Background: an optimization exercise with open tools, aiming at small area and few clock cycles per item. Do not read the settings as production practice.
At most, simulation tests tie the RTL to the original design; equivalence was not proved.

## fp_mul_pipe
module fp_mul_pipe #(
   parameter int EXP_W = 8,
   parameter int MAN_W = 23
) (
   input  logic                     clk,
   input  logic                     rst,
   input  logic                     in_valid,
   output logic                     in_ready,
   input  logic [EXP_W+MAN_W:0]     in_a,
   input  logic [EXP_W+MAN_W:0]     in_b,
   output logic                     out_valid,
   input  logic                     out_ready,
   output logic [EXP_W+MAN_W:0]     out_z,
   output logic [3:0]               out_flags
);
For scale: about 37 flip-flops, roughly 17000 µm² of cells after synthesis.
==> flow/config.mk <==
export PLATFORM = sky130hd
export DESIGN_NAME = fp_mul_pipe
export DESIGN_NICKNAME = fp_mul_pipe
export VERILOG_FILES = /design/flow/design.v
export SDC_FILE = /design/flow/constraint.sdc
export NUM_CORES = 4
export LEC_CHECK = 0
export ABC_AREA = 1
export CAP_MARGIN = 20
export CORE_MARGIN = 2
export CORE_UTILIZATION = 40
export SLEW_MARGIN = 20
export SYNTH_HIERARCHICAL = 1
==> flow/constraint.sdc <==
create_clock -name core_clock -period 8.5 [get_ports {clk}]
set_input_delay 1.7000 -clock core_clock [delete_from_list [all_inputs] [get_ports {clk}]]
set_output_delay 1.7000 -clock core_clock [all_outputs]
set_load 0.01 [all_outputs]
run.sh (not shown) runs the stock make flow with config.mk's settings and CLKGATE_MAP_FILE= SYNTH_SCRIPT=/design/flow/synth_recipe.tcl, a recipe that flattens the netlist after the stock synthesis.
Testbench counts at the start, summed over its fixed seeds: cycles 12,008, items 12,000.
Next try:
Settings changed: CORE_UTILIZATION 40 to 50.
What happened: Die area came out lower by about 20%; area after synthesis stays the same; cell area grows by about 1.2%.
Next try:
Settings changed: CORE_UTILIZATION 50 to 40, GPL_TIMING_DRIVEN set to 0, TNS_END_PERCENT set to 0.
Clock-buffer cell count is higher by 1. Critical path depth is higher by 2. Via count is lower by 0.54%. Setup slack loses 0.14 ns. Global-route usage is lower by 3.6 points. Die area is higher by about 24%. Worst hold slack gains 0.27 ns. Routed wire length is higher by 13%. Area after synthesis stays the same.
Next try:
Settings changed: CORE_UTILIZATION 40 to 45.
Worst hold slack got worse by 0.032 ns.
Die area drops by roughly a tenth.
Next try:
Settings changed: CORE_UTILIZATION 45 to 40, TNS_END_PERCENT 0 to not set.
The changed run finished clean.
Setup slack is worse by 0.034 ns.
Non-clock buffer count shrinks by 13.
Synthesized area is unchanged.
Die area grows by 12%.

Another version of the RTL of fp_mul_pipe (not shown whole).
Size in the first run: roughly 1500 cells after synthesis, about 39 flip-flops, ~110 I/O pins.
export LEC_CHECK = 0
export ABC_AREA = 1
export CAP_MARGIN = 20
export CORE_MARGIN = 2
export CORE_UTILIZATION = 40
export SLEW_MARGIN = 20
export SYNTH_HIERARCHICAL = 1
create_clock -name core_clock -period 8.5 [get_ports {clk}]
standard.sh (not shown) runs the stock make flow with config.mk's settings and CLKGATE_MAP_FILE= SYNTH_SCRIPT=/design/flow/synth_recipe.tcl, a recipe that flattens the netlist after the stock synthesis.
==> flow/flow/run.sh <==
#!/bin/bash
set -euo pipefail
here=$(pwd)
{
  head -n 1 synth_recipe.tcl
  cat <<EOF
proc abc {args} {
  set i [lsearch -exact \$args -script]
  if { \$i >= 0 } { lset args [expr { \$i + 1 }] {$here/flow/abc.script} }
  yosys abc {*}\$args
}
EOF
  tail -n +2 synth_recipe.tcl
} > own_synth.tcl
bash standard.sh "SYNTH_SCRIPT=$here/own_synth.tcl" "BUFFER_PORTS_ARGS=-buffer_cell sky130_fd_sc_hd__buf_1" finish > standard_flow.log 2>&1
==> flow/flow/abc.script <==
strash
dch
map
topo
The baseline went through all stages and came out clean.
Testbench counts at the start, summed over its fixed seeds: cycles 12,008, items 12,000.
Edit:
==> flow/flow/run.sh (replaced) <==
#!/bin/bash
# The standard layout, with plain buf_1 cells as the port buffers.
set -euo pipefail
bash standard.sh "BUFFER_PORTS_ARGS=-buffer_cell sky130_fd_sc_hd__buf_1" finish > standard_flow.log 2>&1
CTS_BUF_LIST = sky130_fd_sc_hd__clkbuf_8   (was default)
removed: flow/flow/abc.script
What happened:
- fmax came out higher by a few percent
- non-clock buffer count came out lower by 13
- worst setup slack gains 0.39 ns
- global-route usage came out lower by 1.3 points
- clock-buffer cell count stays the same
- via count came out lower slightly
- wire length came out lower by a few percent
- synthesized area came out higher by a few percent
- final cell count came out higher by a few percent
- hold slack loses 0.25 ns
Edit:
==> flow/flow/run.sh (replaced) <==
#!/bin/bash
set -euo pipefail
here=$(pwd)
{
  head -n 1 synth_recipe.tcl
  cat <<EOF
proc abc {args} {
  set i [lsearch -exact \$args -script]
  if { \$i >= 0 } { lset args [expr { \$i + 1 }] {$here/flow/abc.script} }
  yosys abc {*}\$args
}
EOF
  tail -n +2 synth_recipe.tcl
} > own_synth.tcl
bash standard.sh "SYNTH_SCRIPT=$here/own_synth.tcl" "BUFFER_PORTS_ARGS=-buffer_cell sky130_fd_sc_hd__buf_1" finish > standard_flow.log 2>&1
==> flow/flow/abc.script (new file) <==
strash
dch
map
topo
CORE_ASPECT_RATIO = 1.6   (was default)
CORE_UTILIZATION = 35   (was 40)
The new run completed without violations.
Area after synthesis fell by 4.5%.
Final cell count fell by 0.31%.
Global-route usage fell by 1.1 points.
Via count rose by 0.66%.
Worst setup slack loses 0.48 ns.
Final area rose by 0.37%.
Worst hold slack gains 0.26 ns.

Starting RTL as in the previous note.
Settings: LEC_CHECK=0, ABC_AREA=1, CAP_MARGIN=0, CORE_MARGIN=2, CORE_UTILIZATION=40, CTS_BUF_LIST=sky130_fd_sc_hd__clkbuf_4, SLEW_MARGIN=0, SYNTH_HIERARCHICAL=1; clock period 8.5 ns.
==> flow/flow/run.sh <==
#!/bin/bash
# The standard layout, with plain buf_1 cells as the port buffers.
set -euo pipefail
bash standard.sh "BUFFER_PORTS_ARGS=-buffer_cell sky130_fd_sc_hd__buf_1" finish > standard_flow.log 2>&1
The baseline passed the timing, DRC and antenna checks.
Testbench counts at the start, summed over its fixed seeds: cycles 12,008, items 12,000.
Edit:
==> flow/flow/run.sh (replaced) <==
#!/bin/bash
set -euo pipefail
here=$(pwd)
{
  head -n 1 synth_recipe.tcl
  cat <<EOF
proc abc {args} {
  set i [lsearch -exact \$args -script]
  if { \$i >= 0 } { lset args [expr { \$i + 1 }] {$here/flow/abc.script} }
  yosys abc {*}\$args
}
EOF
  tail -n +2 synth_recipe.tcl
} > own_synth.tcl
bash standard.sh "SYNTH_SCRIPT=$here/own_synth.tcl" "BUFFER_PORTS_ARGS=-buffer_cell sky130_fd_sc_hd__buf_1" finish > standard_flow.log 2>&1
==> flow/flow/abc.script (new file) <==
strash
dch
map
topo
- CAP_MARGIN: 0 -> 20
- CORE_UTILIZATION: 40 -> 35
- CTS_BUF_LIST: sky130_fd_sc_hd__clkbuf_4 -> sky130_fd_sc_hd__clkbuf_8
- PLACE_DENSITY: unset -> 0.75
- SLEW_MARGIN: 0 -> 20
What happened: Setup slack loses 0.38 ns. Sequential cell count stays the same. Global-route usage shrinks by 2.8 points.
Edit:
==> flow/flow/run.sh (replaced) <==
#!/bin/bash
# The standard layout, with plain buf_1 cells as the port buffers.
set -euo pipefail
bash standard.sh "BUFFER_PORTS_ARGS=-buffer_cell sky130_fd_sc_hd__buf_1" finish > standard_flow.log 2>&1
- CORE_UTILIZATION: 35 -> 30
- PLACE_DENSITY: 0.75 -> unset
removed: flow/flow/abc.script
Die area is higher by about 22%. First-iteration DRC count went down by about 2.6%.
Edit:
==> flow/flow/run.sh (replaced) <==
#!/bin/bash
set -euo pipefail
here=$(pwd)
{
  head -n 1 synth_recipe.tcl
  cat <<EOF
proc abc {args} {
  set i [lsearch -exact \$args -script]
  if { \$i >= 0 } { lset args [expr { \$i + 1 }] {$here/flow/abc.script} }
  yosys abc {*}\$args
}
EOF
  tail -n +2 synth_recipe.tcl
} > own_synth.tcl
bash standard.sh "SYNTH_SCRIPT=$here/own_synth.tcl" "BUFFER_PORTS_ARGS=-buffer_cell sky130_fd_sc_hd__buf_1" finish > standard_flow.log 2>&1
==> flow/flow/abc.script (new file) <==
strash
dch
map
topo
- CORE_UTILIZATION: 30 -> 35
- GPL_ROUTABILITY_DRIVEN: unset -> 0
Routed wire length decreases by 2.9%.
Via count hardly moves.
Maximum frequency decreases by about 3.3%.
Die area went down by 18%.
Worst hold slack is better by 0.30 ns.
Area after synthesis shrinks by about 4.5%.
Synthesized cell count falls by about 11%.

fp_mul_pipe again, from the RTL that the note above started with.
Settings: LEC_CHECK=0, ABC_AREA=1, CAP_MARGIN=20, CORE_MARGIN=2, CORE_UTILIZATION=35, SLEW_MARGIN=20, SYNTH_HIERARCHICAL=1; clock period 8.5 ns.
==> flow/flow/run.sh <==
#!/bin/bash
# The standard layout, with plain buf_1 cells as the port buffers.
set -euo pipefail
bash standard.sh "BUFFER_PORTS_ARGS=-buffer_cell sky130_fd_sc_hd__buf_1" finish > standard_flow.log 2>&1
Testbench counts at the start, summed over its fixed seeds: cycles 12,008, items 12,000.
Then changed:
==> flow/flow/run.sh (replaced) <==
#!/bin/bash
set -euo pipefail
here=$(pwd)
{
  head -n 1 synth_recipe.tcl
  cat <<EOF
proc abc {args} {
  set i [lsearch -exact \$args -script]
  if { \$i >= 0 } { lset args [expr { \$i + 1 }] {$here/flow/abc.script} }
  yosys abc {*}\$args
}
EOF
  tail -n +2 synth_recipe.tcl
} > own_synth.tcl
bash standard.sh "SYNTH_SCRIPT=$here/own_synth.tcl" "BUFFER_PORTS_ARGS=-buffer_cell sky130_fd_sc_hd__buf_1" finish > standard_flow.log 2>&1
==> flow/flow/abc.script (new file) <==
strash
dc2
dch
map
topo
- CTS_BUF_LIST: default -> sky130_fd_sc_hd__clkbuf_8
The new run finished clean.
Die area is lower by 5.5%.
First-iteration DRC count climbs by 30%.
Fmax drops by 1.4%.
Then changed:
==> flow/flow/abc.script (replaced) <==
strash
dch
map
topo
- CELL_PAD_IN_SITES_DETAIL_PLACEMENT: default -> 0
- CELL_PAD_IN_SITES_GLOBAL_PLACEMENT: default -> 0
=> The changed run completed without violations; worst hold slack improved by 0.013 ns; cell count falls by 1.2%; critical path depth goes down by 12; sequential share of layout area went up by 0.13 points; register-to-register slack is about the same; global-route usage is lower by 1.8 points; setup slack loses 0.067 ns.

Another version of the RTL of fp_mul_pipe (not shown whole).
For scale: about 1700 cells after synthesis, ~42 flip-flops, roughly 110 I/O pins, about 16000 um2 of cells after synthesis.
export LEC_CHECK = 0
export ABC_AREA = 1
export CAP_MARGIN = 20
export CORE_MARGIN = 2
export CORE_UTILIZATION = 40
export GPL_TIMING_DRIVEN = 0
export SLEW_MARGIN = 20
export SYNTH_HIERARCHICAL = 1
export TNS_END_PERCENT = 0
create_clock -name core_clock -period 8.5 [get_ports {clk}]
run.sh (not shown) runs the stock make flow with config.mk's settings and CLKGATE_MAP_FILE= SYNTH_SCRIPT=/design/flow/synth_recipe.tcl, a recipe that flattens the netlist after the stock synthesis.
Stock flow here: none of the scripts above is used.
Testbench counts at the start, summed over its fixed seeds: cycles 12,008, items 12,000.
Rerun with:
==> flow/flow/run.sh (new file) <==
#!/bin/bash
# The standard layout, with plain buf_1 cells as the port buffers.
set -euo pipefail
bash standard.sh "BUFFER_PORTS_ARGS=-buffer_cell sky130_fd_sc_hd__buf_1" finish > standard_flow.log 2>&1
==> flow/standard.sh (new file) <==
#!/bin/bash
# synth_recipe.tcl (not shown) runs the flow's synth.tcl, then flattens the netlist and writes it again
# the make line also repeats each setting of config.mk as NAME=value (left out here)
make -C /OpenROAD-flow-scripts/flow DESIGN_CONFIG=/design/flow/config.mk WORK_HOME=/design/flow/orfs CLKGATE_MAP_FILE= SYNTH_SCRIPT=/design/flow/synth_recipe.tcl "${@:-finish}"
- GPL_TIMING_DRIVEN: 0 -> unset
- TNS_END_PERCENT: 0 -> unset
removed: flow/run.sh
Effect: Routed wire length falls by about 10%. Final area falls by about 4.6%. Final cell count falls by 2.5%. Worst setup slack gets better by 0.47 ns. Via count falls by about 1.5%.

main:
fp_mul_pipe, a different RTL version from the one above (not shown whole).
Size in the first run: about 2200 cells after synthesis, roughly 37 flip-flops, roughly 110 I/O pins, roughly 17000 um^2 of cells after synthesis.
// fp_mul_pipe
module fp_mul_pipe #(
   parameter int EXP_W = 8,
   parameter int MAN_W = 23
) (
   input  logic                     clk,
   input  logic                     rst,
   input  logic                     in_valid,
   output logic                     in_ready,
   input  logic [EXP_W+MAN_W:0]     in_a,
   input  logic [EXP_W+MAN_W:0]     in_b,
   output logic                     out_valid,
   input  logic                     out_ready,
   output logic [EXP_W+MAN_W:0]     out_z,
   output logic [3:0]               out_flags
);
   localparam int W    = 1 + EXP_W + MAN_W;
   localparam int BIAS = 2 ** (EXP_W - 1) - 1;
   localparam int EMAX = 2 ** EXP_W - 1;
   localparam int EW2  = EXP_W + 2;
   localparam int PW   = 2 * MAN_W + 2;
   localparam logic [W-1:0] QNAN = {1'b0, {EXP_W{1'b1}}, 1'b1, {(MAN_W-1){1'b0}}};
   logic adv;
   logic [EXP_W-1:0] ea, eb;
   logic [MAN_W-1:0] fa, fb;
   logic a_nan, b_nan, a_inf, b_inf, a_zero, b_zero, any_nan, any_inf, any_zero, snan, sgn, spec;
   logic [W-1:0] spec_z;
   logic [3:0] spec_f;
   logic [47:0] px, py;
   logic [23:0] za, zb;
   logic nz22, nz23, p47;
   logic [25:0] u;
   logic [8:0] esum0;
   logic [2:0] ovf_k, unf_k, kill_k;
  ...
export LEC_CHECK = 0
export ABC_AREA = 1
export CAP_MARGIN = 20
export CORE_MARGIN = 2
export CORE_UTILIZATION = 40
export GPL_TIMING_DRIVEN = 0
export SLEW_MARGIN = 20
export SYNTH_HIERARCHICAL = 1
create_clock -name core_clock -period 8.5 [get_ports {clk}]
Stock flow here: none of the scripts above is used.
main had finished all stages when the layout checks came back failing, citing negative setup slack.
Relative to main, the following input files were edited for the feature branch:
# main
export LEC_CHECK = 0
export ABC_AREA = 1
export CAP_MARGIN = 20
export CORE_MARGIN = 2
export CORE_UTILIZATION = 40
export GPL_TIMING_DRIVEN = 0
export SLEW_MARGIN = 20
export SYNTH_HIERARCHICAL = 1
create_clock -name core_clock -period 8.5 [get_ports {clk}]
# the feature branch
export LEC_CHECK = 0
export ABC_AREA = 1
export CAP_MARGIN = 20
export CORE_MARGIN = 2
export CORE_UTILIZATION = 40
export SLEW_MARGIN = 20
export SYNTH_HIERARCHICAL = 1
create_clock -name core_clock -period 8.5 [get_ports {clk}]
Results
Looking at hold slack, the feature branch sits 0.25 ns below main.
The feature branch finished all stages; however, its layout fails the closing checks, the failures being negative setup slack.
Compared with main, in the feature branch total wirelength of the detailed-routed design lost 6200 um, post-cts sizing count lost 56%.
No run of this note included a check of the RTL's function; only the layout flow was run.

fp_mul_pipe with an RTL version that a note above also has.
For scale: about 110 I/O pins, about 0.014 mm2 of cells after synthesis.
Design fp_mul_pipe, start of the top module:
module fp_mul_pipe #(
   parameter int EXP_W = 8,
   parameter int MAN_W = 23
) (
   input  logic                     clk,
   input  logic                     rst,
   input  logic                     in_valid,
   output logic                     in_ready,
   input  logic [EXP_W+MAN_W:0]     in_a,
   input  logic [EXP_W+MAN_W:0]     in_b,
   output logic                     out_valid,
   input  logic                     out_ready,
   output logic [EXP_W+MAN_W:0]     out_z,
   output logic [3:0]               out_flags
);
   localparam int W    = 1 + EXP_W + MAN_W;
   localparam int BIAS = 2 ** (EXP_W - 1) - 1;
   localparam int EMAX = 2 ** EXP_W - 1;
   localparam int EW2  = EXP_W + 2;
   localparam logic [W-1:0] QNAN = {1'b0, {EXP_W{1'b1}}, 1'b1, {(MAN_W-1){1'b0}}};
   logic adv;
   logic [EXP_W-1:0] ea, eb;
   logic [MAN_W-1:0] fa, fb;
   logic a_nan, b_nan, a_inf, b_inf, a_zero, b_zero, any_nan, any_inf, any_zero, snan, sgn, spec;
   logic [47:0] px, py;
   logic [23:0] za, zb;
   logic nz22;
   logic [25:0] u;
   logic ov;
   logic [25:0] r_p;
   logic r_st, r_sgn, r_spec, r_qnan, r_inf, r_inv;
   assign r_qnan = r_p[25];
   assign r_inf = r_p[24];
   assign r_inv = r_p[23];
   logic [EXP_W:0] r_e;
   logic p47, guard, sticky, rnd, cy, ovf, unf;
   logic [24:0] mm;
   logic [MAN_W-1:0] frac_r;
   logic [MAN_W:0] ic;
   logic [EXP_W:0] ex;
   assign adv = !ov || out_ready;
   assign in_ready = adv;
   assign out_valid = ov;
   assign ea = in_a[W-2:MAN_W];
   assign eb = in_b[W-2:MAN_W];
   assign fa = in_a[MAN_W-1:0];
   assign fb = in_b[MAN_W-1:0];
   assign a_nan = &ea && |fa;
   assign b_nan = &eb && |fb;
   assign a_inf = &ea && !(|fa);
   assign b_inf = &eb && !(|fb);
   assign a_zero = ~|ea;
   assign b_zero = ~|eb;
  ...
Settings: LEC_CHECK=0, ABC_AREA=1, CAP_MARGIN=20, CORE_MARGIN=2, CORE_UTILIZATION=35, CTS_BUF_LIST=sky130_fd_sc_hd__clkbuf_8, SLEW_MARGIN=20, SYNTH_HIERARCHICAL=1; clock period 8.5 ns.
standard.sh (not shown) runs the stock make flow with config.mk's settings and CLKGATE_MAP_FILE= SYNTH_SCRIPT=/design/flow/synth_recipe.tcl, a recipe that flattens the netlist after the stock synthesis.
==> flow/flow/run.sh <==
#!/bin/bash
set -euo pipefail
here=$(pwd)
{
  head -n 1 synth_recipe.tcl
  cat <<EOF
proc abc {args} {
  set i [lsearch -exact \$args -script]
  if { \$i >= 0 } { lset args [expr { \$i + 1 }] {$here/flow/abc.script} }
  yosys abc {*}\$args
}
EOF
  tail -n +2 synth_recipe.tcl
} > own_synth.tcl
bash standard.sh "SYNTH_SCRIPT=$here/own_synth.tcl" "BUFFER_PORTS_ARGS=-buffer_cell sky130_fd_sc_hd__buf_1" finish > standard_flow.log 2>&1
==> flow/flow/abc.script <==
strash
dch
map
topo
Testbench counts at the start, summed over its fixed seeds: cycles 12,008, items 12,000.
Rerun with:
Settings changed: CORE_UTILIZATION 35 to 45.
The changed run passed the timing, DRC and antenna checks.
Hold slack gets worse by 0.28 ns.
Via count is higher slightly.
Global-route usage came out higher by 6.7 points.
Clock skew climbs by 0.0037 ns.
Clock-buffer cell count does not change.
Setup slack loses 0.063 ns.
Rerun with:
==> flow/flow/run.sh (replaced) <==
#!/bin/bash
# The standard layout, with plain buf_1 cells as the port buffers.
set -euo pipefail
bash standard.sh "BUFFER_PORTS_ARGS=-buffer_cell sky130_fd_sc_hd__buf_1" finish > standard_flow.log 2>&1
Settings changed: CORE_UTILIZATION 45 to 40, CTS_BUF_LIST sky130_fd_sc_hd__clkbuf_8 to default.
removed: flow/flow/abc.script
Outcome:
- The changed run completed without violations
- count of clock-buffer cells in the layout is unchanged
- global-route usage shrinks by 4.3 points
- synthesized area increases by 4.7%
- core utilization falls by 7.2 points
- worst setup slack gets better by 0.47 ns
- die area came out higher by 17%
- first-iteration DRC count went down by 4.0%
Rerun with:
==> flow/flow/run.sh (replaced) <==
#!/bin/bash
set -euo pipefail
here=$(pwd)
{
  head -n 1 synth_recipe.tcl
  cat <<EOF
proc abc {args} {
  set i [lsearch -exact \$args -script]
  if { \$i >= 0 } { lset args [expr { \$i + 1 }] {$here/flow/abc.script} }
  yosys abc {*}\$args
}
EOF
  tail -n +2 synth_recipe.tcl
} > own_synth.tcl
bash standard.sh "SYNTH_SCRIPT=$here/own_synth.tcl" "BUFFER_PORTS_ARGS=-buffer_cell sky130_fd_sc_hd__buf_1" finish > standard_flow.log 2>&1
==> flow/flow/abc.script (new file) <==
strash
dch
map
topo
Settings changed: CORE_UTILIZATION 40 to 35, CTS_BUF_LIST from default to sky130_fd_sc_hd__clkbuf_8, GPL_TIMING_DRIVEN from default to 0.
After rerunning: The changed run completed with no timing, DRC or antenna violations; first-iteration DRC count came out higher by about a fifth; cell area came out lower slightly; clock skew came out higher by 0.0049 ns; routed wire length came out higher by a few percent; worst hold slack is worse by 0.18 ns.

[afterwards: timing with drivers on the ports]
No port has a modelled driver above. Below, the same layouts with a new extraction and two added sets of constraints.
Step 1, drivers: a clkbuf_16 drives clk and a buf_2 each remaining input, both assumed.
Step 2 adds t to the input delays and takes it off the output delays; t is the mean of the earliest and latest rising clock arrival at the registers after step 1. Input paths then give back, and output paths get back, about the clock's delay inside the block.
a / b / c = ideal / step 1 / step 2; a / b = the first two.
run | shift t [ns] | setup slack, ns | worst hold slack (ns) | worst setup path after step 2 | worst slew at a driven data input, ns
the first run of note 1 | 0.308 | 0.339 / 0.318 / 0.010 | 0.875 / 0.875 / 0.875 | input to register | 0.09
the second run of note 1 | 0.313 | 0.295 / 0.310 / -0.003 | 0.865 / 0.865 / 0.865 | input to register | 0.07
the third run of note 1 | 0.314 | 0.154 / 0.175 / -0.139 | 1.137 / 1.137 / 1.137 | input to register | 0.09
the fourth run of note 1 | 0.316 | 0.203 / 0.210 / -0.106 | 1.104 / 1.104 / 1.104 | input to register | 0.09
the fifth run of note 1 | 0.315 | 0.170 / 0.185 / -0.129 | 1.142 / 1.142 / 1.142 | input to register | 0.09
the first run of note 2 | 0.314 | 0.441 / 0.370 / 0.057 | 1.120 / 1.120 / 1.120 | input to register | 0.14
the second run of note 2 | 0.318 | 0.826 / 0.822 / 0.517 | 0.867 / 0.867 / 0.867 | input to register | 0.09
the third run of note 2 | 0.318 | 0.342 / 0.353 / 0.035 | 1.123 / 1.123 / 1.123 | input to register | 0.05
the first run of note 3 | 0.375 | 0.785 / 0.753 / 0.519 | 0.877 / 0.877 / 0.877 | input to register | 0.08
the second run of note 3 | 0.327 | 0.407 / 0.411 / 0.085 | 0.893 / 0.893 / 0.893 | input to register | 0.10
the third run of note 3 | 0.332 | 0.561 / 0.565 / 0.233 | 0.874 / 0.874 / 0.874 | input to register | 0.13
the fourth run of note 3 | 0.321 | 0.290 / 0.296 / -0.025 | 1.174 / 1.174 / 1.174 | input to register | 0.13
the first run of note 4 | 0.309 | 0.586 / 0.588 / 0.279 | 0.876 / 0.876 / 0.876 | input to register | 0.07
the second run of note 4 | 0.333 | 0.471 / 0.437 / 0.104 | 1.147 / 1.147 / 1.147 | input to register | 0.11
the third run of note 4 | 0.327 | 0.404 / 0.339 / 0.013 | 1.159 / 1.159 / 1.159 | input to register | 0.14
the first run of note 5 | 0.322 | 0.231 / 0.243 / -0.079 | 0.728 / 0.728 / 0.728 | input to register | 0.05
the second run of note 5 | 0.324 | 0.702 / 0.713 / 0.389 | 0.901 / 0.901 / 0.901 | input to register | 0.10
main | 0.321 | -0.526 / -0.508 / -0.828 | 1.101 / 1.101 / 1.101 | input to register | 0.07
the feature branch | 0.330 | -0.116 / -0.138 / -0.467 | 0.854 / 0.854 / 0.854 | input to register | 0.08
the first run of note 7 | 0.327 | 0.404 / 0.339 / 0.013 | 1.159 / 1.159 / 1.159 | input to register | 0.14
the second run of note 7 | 0.325 | 0.341 / 0.351 / 0.026 | 0.881 / 0.881 / 0.881 | input to register | 0.09
the third run of note 7 | 0.317 | 0.812 / 0.825 / 0.512 | 0.857 / 0.857 / 0.857 | input to register | 0.08
the fourth run of note 7 | 0.330 | 0.221 / 0.228 / -0.102 | 0.677 / 0.677 / 0.677 | input to register | 0.07
Met with ideal ports but missed after step 2: setup timing in 7 of these runs.
